Background: an optimization exercise with open tools, aiming at small area. Do not read the settings as production practice. Where RTL was checked, it was by simulation tests only, not by an equivalence proof against the original.

==> job 5312 <==
Design multi_tick_counter, start of the top module:
module multi_tick_counter #(
    parameter int CLK_FREQ     = 50_000,
    parameter int NUM_CH       = 8,
    parameter int BIT_WIDTH    = 32,
    parameter int DVSR_W       = 16,
    parameter int DEFAULT_DVSR = 50_000,
    parameter int LED_CH       = 0
) (
    input  logic                        clk,
    input  logic                        rst,
    input  logic [NUM_CH-1:0]           ch_en,
    input  logic [NUM_CH-1:0]           ch_up,
    input  logic [NUM_CH-1:0]           ch_oneshot,
    input  logic [NUM_CH-1:0]           clr,
    input  logic                        cfg_wr,
    input  logic [$clog2(NUM_CH):0]     cfg_ch,
    input  logic [DVSR_W-1:0]           cfg_dvsr,
    input  logic [BIT_WIDTH-1:0]        cfg_limit,
    output logic [NUM_CH*BIT_WIDTH-1:0] count_out,
    output logic [NUM_CH-1:0]           tc_pulse,
    output logic [NUM_CH-1:0]           done,
    output logic                        heartbeat,
    output logic [3:0]                  led
);
==> module multi_tick_counter, before the edit <==
module multi_tick_counter #(
    parameter int CLK_FREQ     = 50_000,
    parameter int NUM_CH       = 8,
    parameter int BIT_WIDTH    = 32,
    parameter int DVSR_W       = 16,
    parameter int DEFAULT_DVSR = 50_000,
    parameter int LED_CH       = 0
) (
    input  logic                        clk,
    input  logic                        rst,
    input  logic [NUM_CH-1:0]           ch_en,
    input  logic [NUM_CH-1:0]           ch_up,
    input  logic [NUM_CH-1:0]           ch_oneshot,
    input  logic [NUM_CH-1:0]           clr,
    input  logic                        cfg_wr,
    input  logic [$clog2(NUM_CH):0]     cfg_ch,
    input  logic [DVSR_W-1:0]           cfg_dvsr,
    input  logic [BIT_WIDTH-1:0]        cfg_limit,
    output logic [NUM_CH*BIT_WIDTH-1:0] count_out,
    output logic [NUM_CH-1:0]           tc_pulse,
    output logic [NUM_CH-1:0]           done,
    output logic                        heartbeat,
    output logic [3:0]                  led
);
    localparam int CH_W = $clog2(NUM_CH) + 1;
    localparam int HB_W = (CLK_FREQ > 1) ? $clog2(CLK_FREQ) : 1;
    localparam logic [DVSR_W-1:0] DVSR_RST = DVSR_W'(DEFAULT_DVSR);
    logic [NUM_CH-1:0][DVSR_W-1:0]    q_x, q_q;
    logic [NUM_CH-1:0][DVSR_W-1:0]    dvsr_x, dvsr_q;
    logic [NUM_CH-1:0][BIT_WIDTH-1:0] count_q;
    logic [NUM_CH-1:0][BIT_WIDTH-1:0] limit_x, limit_q;
    logic [NUM_CH-1:0]                done_q;
    logic [NUM_CH-1:0]                tc_q;
    logic [3:0]                       led_q;
    logic                             heartbeat_q;
    for (genvar i = 0; i < NUM_CH; i++) begin : g_ch
        logic                 cfg_hit;
        logic [DVSR_W-1:0]    dvsr_d, q_d, q_t;
        logic [BIT_WIDTH-1:0] limit_d, count_d, c_t;
        logic                 q_eq, tick, active, lt, nz, term, step, load, tc_d, done_d;
        assign q_q[i]     = q_x[i] ^ DVSR_RST;
        assign dvsr_q[i]  = dvsr_x[i] ^ DVSR_RST;
        assign limit_q[i] = ~limit_x[i];
        assign cfg_hit = cfg_wr && (cfg_ch == CH_W'(i));
        assign dvsr_d  = cfg_hit ? cfg_dvsr  : dvsr_q[i];
        assign limit_d = cfg_hit ? cfg_limit : limit_q[i];
        always_comb begin
            q_eq   = 1'b1;
            q_t[0] = 1'b1;
            for (int b = 0; b < DVSR_W; b++) begin
                q_eq = q_eq & ~q_q[i][b];
                if (b > 0) q_t[b] = q_t[b-1] & ~q_q[i][b-1];
            end
        end
        assign tick = ch_en[i] & q_eq;
        assign q_d = (tick | cfg_hit | clr[i]) ? dvsr_d : (q_q[i] ^ (q_t & {DVSR_W{ch_en[i]}}));
        always_comb begin
            lt     = 1'b0;
            nz     = 1'b0;
            c_t[0] = 1'b1;
            for (int b = 0; b < BIT_WIDTH; b++) begin
                lt = (~count_q[i][b] & limit_q[i][b]) | (~count_q[i][b] & lt) | (limit_q[i][b] & lt);
                nz = nz | count_q[i][b];
                if (b > 0) c_t[b] = c_t[b-1] & ~(count_q[i][b-1] ^ ch_up[i]);
            end
        end
        assign active = tick & ~(ch_oneshot[i] & done_q[i]);
        assign term   = ch_up[i] ? ~lt : ~nz;
        assign step   = active & ~term & ~clr[i];
        assign load   = clr[i] | (active & term & ~ch_oneshot[i]);
        assign count_d = clr[i] ? (ch_up[i] ? '0 : limit_d) :
                         load   ? (ch_up[i] ? '0 : limit_q[i]) :
                                  (count_q[i] ^ (c_t & {BIT_WIDTH{step}}));
        assign tc_d   = active & term & ~clr[i];
        assign done_d = (clr[i] | cfg_hit) ? 1'b0 : (done_q[i] | (active & term & ch_oneshot[i]));
        always_ff @(posedge clk or posedge rst) begin
            if (rst) begin
                q_x[i]     <= '0;
                count_q[i] <= '0;
                dvsr_x[i]  <= '0;
                limit_x[i] <= '0;
                done_q[i]  <= 1'b0;
                tc_q[i]    <= 1'b0;
            end else begin
                q_x[i]     <= q_d ^ DVSR_RST;
                count_q[i] <= count_d;
                dvsr_x[i]  <= dvsr_d ^ DVSR_RST;
                limit_x[i] <= ~limit_d;
                done_q[i]  <= done_d;
                tc_q[i]    <= tc_d;
            end
        end
    end
    logic hb_wrap;
    if (CLK_FREQ == 50_000) begin : g_hb_lfsr
        localparam logic [15:0] HB_R = 16'h2004;
        localparam logic [15:0] HB_E = 16'hb002;
        logic [15:0] hb_x, hb_q, hb_d;
        assign hb_q = hb_x ^ HB_R;    
        assign hb_wrap = (hb_q == HB_E);
        always_comb begin
            hb_d     = {hb_q[14:0], ~(hb_q[15] ^ hb_q[11] ^ hb_q[6] ^ hb_q[0])};
            hb_d[14] = hb_q[13] ^ hb_wrap;
        end
        always_ff @(posedge clk or posedge rst) begin
            if (rst) hb_x <= '0;
            else     hb_x <= hb_d ^ HB_R;
        end
    end else begin : g_hb_bin
        localparam logic [HB_W-1:0] HB_LAST = HB_W'(CLK_FREQ - 1);
        logic [HB_W-1:0] hb_q;
        assign hb_wrap = (hb_q == HB_LAST);
        always_ff @(posedge clk or posedge rst) begin
            if (rst)          hb_q <= '0;
            else if (hb_wrap) hb_q <= '0;
            else              hb_q <= hb_q + HB_W'(1);
        end
    end
    always_ff @(posedge clk or posedge rst) begin
        if (rst) begin
            heartbeat_q <= 1'b0;
            led_q       <= '0;
        end else begin
            heartbeat_q <= heartbeat_q ^ hb_wrap;
            led_q       <= count_q[LED_CH][BIT_WIDTH-1 -: 4];
        end
    end
    assign count_out = count_q;
    assign tc_pulse  = tc_q;
    assign done      = done_q;
    assign heartbeat = heartbeat_q;
    assign led       = led_q;
endmodule
export LEC_CHECK = 0
export CAP_MARGIN = 20
export CORE_MARGIN = 2
export CORE_UTILIZATION = 65
export GPL_TIMING_DRIVEN = 0
export PLACE_DENSITY = 0.75
export SLEW_MARGIN = 20
create_clock -name core_clock -period 5.0 [get_ports {clk}]
standard.sh (not shown) runs the stock make flow with config.mk's settings and CLKGATE_MAP_FILE= SYNTH_SCRIPT=/design/flow/synth_recipe.tcl, a recipe that flattens the netlist after the stock synthesis.
==> flow/flow/run.sh <==
#!/bin/bash
# Standard ORFS layout (the standard.sh, unchanged synthesis) with these changes:
# Yosys/ABC buffers are removed at floorplan; input ports are buffered with buf_2 and output
# ports with buf_1 (flow/buffer_ports.tcl); post-placement repair uses only small buffers
# (flow/pre_resize.tcl); CTS uses small clock buffers in clusters of at most 8 sinks, with
# no dummy loads.
set -euo pipefail
HERE=$(pwd)
bash standard.sh \
  "REMOVE_ABC_BUFFERS=1" \
  "DONT_BUFFER_PORTS=1" \
  "PRE_GLOBAL_PLACE_TCL=$HERE/flow/buffer_ports.tcl" \
  "PRE_RESIZE_TCL=$HERE/flow/pre_resize.tcl" \
  "CTS_ARGS=-sink_clustering_enable -repair_clock_nets -dont_use_dummy_load -buf_list sky130_fd_sc_hd__clkbuf_4 -sink_clustering_size 8 -sink_clustering_max_diameter 50" \
  finish > standard_make.log 2>&1
==> flow/flow/buffer_ports.tcl <==
# Sourced by ORFS before global placement (PRE_GLOBAL_PLACE_TCL): buffer every input port
# with buf_2 (they fan out to all eight channels) and every output port with buf_1;
# DONT_BUFFER_PORTS=1 then skips ORFS's own buffer_ports call.
buffer_ports -inputs -buffer_cell sky130_fd_sc_hd__buf_2
buffer_ports -outputs -buffer_cell sky130_fd_sc_hd__buf_1
==> flow/flow/pre_resize.tcl <==
# Sourced by ORFS before the post-placement repair_design (PRE_RESIZE_TCL): keep the large
# buffers out of slew/capacitance repair, so high-fanout nets get trees of small buffers.
set_dont_use {
  sky130_fd_sc_hd__buf_6 sky130_fd_sc_hd__buf_8 sky130_fd_sc_hd__buf_12 sky130_fd_sc_hd__buf_16
  sky130_fd_sc_hd__bufbuf_8 sky130_fd_sc_hd__bufbuf_16 sky130_fd_sc_hd__bufinv_8
  sky130_fd_sc_hd__bufinv_16 sky130_fd_sc_hd__clkbuf_8 sky130_fd_sc_hd__clkbuf_16
  sky130_fd_sc_hd__clkdlybuf4s15_2 sky130_fd_sc_hd__clkdlybuf4s18_2
  sky130_fd_sc_hd__clkdlybuf4s25_2 sky130_fd_sc_hd__clkdlybuf4s50_2
}
==> job 8360: changes against job 5312 <==
--- a/flow/design.v
+++ b/flow/design.v
@@ -25,10 +25,10 @@
     localparam int CH_W = $clog2(NUM_CH) + 1;
     localparam int HB_W = (CLK_FREQ > 1) ? $clog2(CLK_FREQ) : 1;
     localparam logic [DVSR_W-1:0] DVSR_RST = DVSR_W'(DEFAULT_DVSR);
-    logic [NUM_CH-1:0][DVSR_W-1:0]    q_x, q_q;
-    logic [NUM_CH-1:0][DVSR_W-1:0]    dvsr_x, dvsr_q;
+    logic [NUM_CH-1:0][DVSR_W-1:0]    q_q;
+    logic [NUM_CH-1:0][DVSR_W-1:0]    dvsr_q;
     logic [NUM_CH-1:0][BIT_WIDTH-1:0] count_q;
-    logic [NUM_CH-1:0][BIT_WIDTH-1:0] limit_x, limit_q;
+    logic [NUM_CH-1:0][BIT_WIDTH-1:0] limit_q;
     logic [NUM_CH-1:0]                done_q;
     logic [NUM_CH-1:0]                tc_q;
     logic [3:0]                       led_q;
@@ -36,11 +36,8 @@
     for (genvar i = 0; i < NUM_CH; i++) begin : g_ch
         logic                 cfg_hit;
         logic [DVSR_W-1:0]    dvsr_d, q_d, q_t;
-        logic [BIT_WIDTH-1:0] limit_d, count_d, c_t;
+        logic [BIT_WIDTH-1:0] limit_d, count_d, c_t, ld_val;
         logic                 q_eq, tick, active, lt, nz, term, step, load, tc_d, done_d;
-        assign q_q[i]     = q_x[i] ^ DVSR_RST;
-        assign dvsr_q[i]  = dvsr_x[i] ^ DVSR_RST;
-        assign limit_q[i] = ~limit_x[i];
         assign cfg_hit = cfg_wr && (cfg_ch == CH_W'(i));
         assign dvsr_d  = cfg_hit ? cfg_dvsr  : dvsr_q[i];
         assign limit_d = cfg_hit ? cfg_limit : limit_q[i];
@@ -48,18 +45,18 @@
             q_eq   = 1'b1;
             q_t[0] = 1'b1;
             for (int b = 0; b < DVSR_W; b++) begin
-                q_eq = q_eq & ~q_q[i][b];
-                if (b > 0) q_t[b] = q_t[b-1] & ~q_q[i][b-1];
+                q_eq = q_eq & ~(q_q[i][b] ^ dvsr_q[i][b]);
+                if (b > 0) q_t[b] = q_t[b-1] & q_q[i][b-1];
             end
         end
         assign tick = ch_en[i] & q_eq;
-        assign q_d = (tick | cfg_hit | clr[i]) ? dvsr_d : (q_q[i] ^ (q_t & {DVSR_W{ch_en[i]}}));
+        assign q_d = (tick | cfg_hit | clr[i]) ? '0 : (q_q[i] ^ (q_t & {DVSR_W{ch_en[i]}}));
         always_comb begin
             lt     = 1'b0;
             nz     = 1'b0;
             c_t[0] = 1'b1;
             for (int b = 0; b < BIT_WIDTH; b++) begin
-                lt = (~count_q[i][b] & limit_q[i][b]) | (~count_q[i][b] & lt) | (limit_q[i][b] & lt);
+                lt = (~count_q[i][b] & limit_q[i][b]) | (~(count_q[i][b] ^ limit_q[i][b]) & lt);
                 nz = nz | count_q[i][b];
                 if (b > 0) c_t[b] = c_t[b-1] & ~(count_q[i][b-1] ^ ch_up[i]);
             end
@@ -68,24 +65,23 @@
         assign term   = ch_up[i] ? ~lt : ~nz;
         assign step   = active & ~term & ~clr[i];
         assign load   = clr[i] | (active & term & ~ch_oneshot[i]);
-        assign count_d = clr[i] ? (ch_up[i] ? '0 : limit_d) :
-                         load   ? (ch_up[i] ? '0 : limit_q[i]) :
-                                  (count_q[i] ^ (c_t & {BIT_WIDTH{step}}));
+        assign ld_val = ch_up[i] ? '0 : (clr[i] ? limit_d : limit_q[i]);
+        assign count_d = load ? ld_val : (count_q[i] ^ (c_t & {BIT_WIDTH{step}}));
         assign tc_d   = active & term & ~clr[i];
         assign done_d = (clr[i] | cfg_hit) ? 1'b0 : (done_q[i] | (active & term & ch_oneshot[i]));
         always_ff @(posedge clk or posedge rst) begin
             if (rst) begin
-                q_x[i]     <= '0;
+                q_q[i]     <= '0;
                 count_q[i] <= '0;
-                dvsr_x[i]  <= '0;
-                limit_x[i] <= '0;
+                dvsr_q[i]  <= DVSR_RST;
+                limit_q[i] <= '1;
                 done_q[i]  <= 1'b0;
                 tc_q[i]    <= 1'b0;
             end else begin
-                q_x[i]     <= q_d ^ DVSR_RST;
+                q_q[i]     <= q_d;
                 count_q[i] <= count_d;
-                dvsr_x[i]  <= dvsr_d ^ DVSR_RST;
-                limit_x[i] <= ~limit_d;
+                dvsr_q[i]  <= dvsr_d;
+                limit_q[i] <= limit_d;
                 done_q[i]  <= done_d;
                 tc_q[i]    <= tc_d;
             end
@@ -95,16 +91,15 @@
     if (CLK_FREQ == 50_000) begin : g_hb_lfsr
         localparam logic [15:0] HB_R = 16'h2004;
         localparam logic [15:0] HB_E = 16'hb002;
-        logic [15:0] hb_x, hb_q, hb_d;
-        assign hb_q = hb_x ^ HB_R;    
+        logic [15:0] hb_q, hb_d;
         assign hb_wrap = (hb_q == HB_E);
         always_comb begin
             hb_d     = {hb_q[14:0], ~(hb_q[15] ^ hb_q[11] ^ hb_q[6] ^ hb_q[0])};
             hb_d[14] = hb_q[13] ^ hb_wrap;
         end
         always_ff @(posedge clk or posedge rst) begin
-            if (rst) hb_x <= '0;
-            else     hb_x <= hb_d ^ HB_R;
+            if (rst) hb_q <= HB_R;
+            else     hb_q <= hb_d;
         end
     end else begin : g_hb_bin
         localparam logic [HB_W-1:0] HB_LAST = HB_W'(CLK_FREQ - 1);
==> flow/flow/run.sh (replaced) <==
#!/bin/bash
# Standard ORFS layout (the standard.sh, unchanged synthesis), with two placement/CTS
# options changed: ports are buffered with the smallest buffer, and CTS adds no dummy loads.
set -euo pipefail
bash standard.sh \
  "BUFFER_PORTS_ARGS=-buffer_cell sky130_fd_sc_hd__buf_1" \
  "CTS_ARGS=-sink_clustering_enable -repair_clock_nets -dont_use_dummy_load -buf_list sky130_fd_sc_hd__clkbuf_4" \
  finish > standard_make.log 2>&1
--- a/flow/config.mk
+++ b/flow/config.mk
@@ -7,7 +7,5 @@
 export LEC_CHECK = 0
 export CAP_MARGIN = 20
 export CORE_MARGIN = 2
-export CORE_UTILIZATION = 65
-export GPL_TIMING_DRIVEN = 0
-export PLACE_DENSITY = 0.75
+export CORE_UTILIZATION = 40
 export SLEW_MARGIN = 20
removed: flow/flow/buffer_ports.tcl
removed: flow/flow/pre_resize.tcl
==> summary of the runs <==
- Flip-flop and latch count is the same in job 5312 and job 8360.
- Against job 5312, the wire length of job 8360 is higher by 24%.
- Non-clock buffer count: job 5312 is lower than job 8360 (85).
- In job 5312 the maximum frequency is smaller than in job 8360, by 6.3%.
- Of job 8360 and job 5312, job 8360 has the higher setup slack (gap 290 ps).
- In job 8360 the cell area is larger than in job 5312, by about 16%.
- Of job 5312 and job 8360, job 8360 has the higher register-to-register slack (gap 290 ps).
- Against job 5312, the clock skew of job 8360 is lower by 56 ps.
For job 8360, only the layout was checked, not whether the RTL still works.

[port drivers added, routing unchanged]
The results above use ideal ports. As a check the final layouts listed here were re-extracted and re-timed, cells and wires unchanged. Step 1, drivers: a clkbuf_16 drives clk and a buf_2 each remaining input, both assumed. Step 2 times the ports against the registers' clock, not the clock port: input delays grow and output delays shrink by t, the midpoint of the rising clock arrivals with the driver on. Three values: ideal, step 1, step 2; two values: the first two.
run	shift t [ns]	setup slack, ns	worst setup path after step 2	cell pins on the clock port's net
job 5312	0.995	0.470 / 0.470 / -0.242	input to register	1
job 8360	1.191	0.756 / 0.756 / 0.618	input to register	1
Met with ideal ports but missed after step 2: setup timing in job 5312. The setup slack of job 5312, which loses most, moves by 0.000 ns with the drivers and by -0.712 ns with both steps.
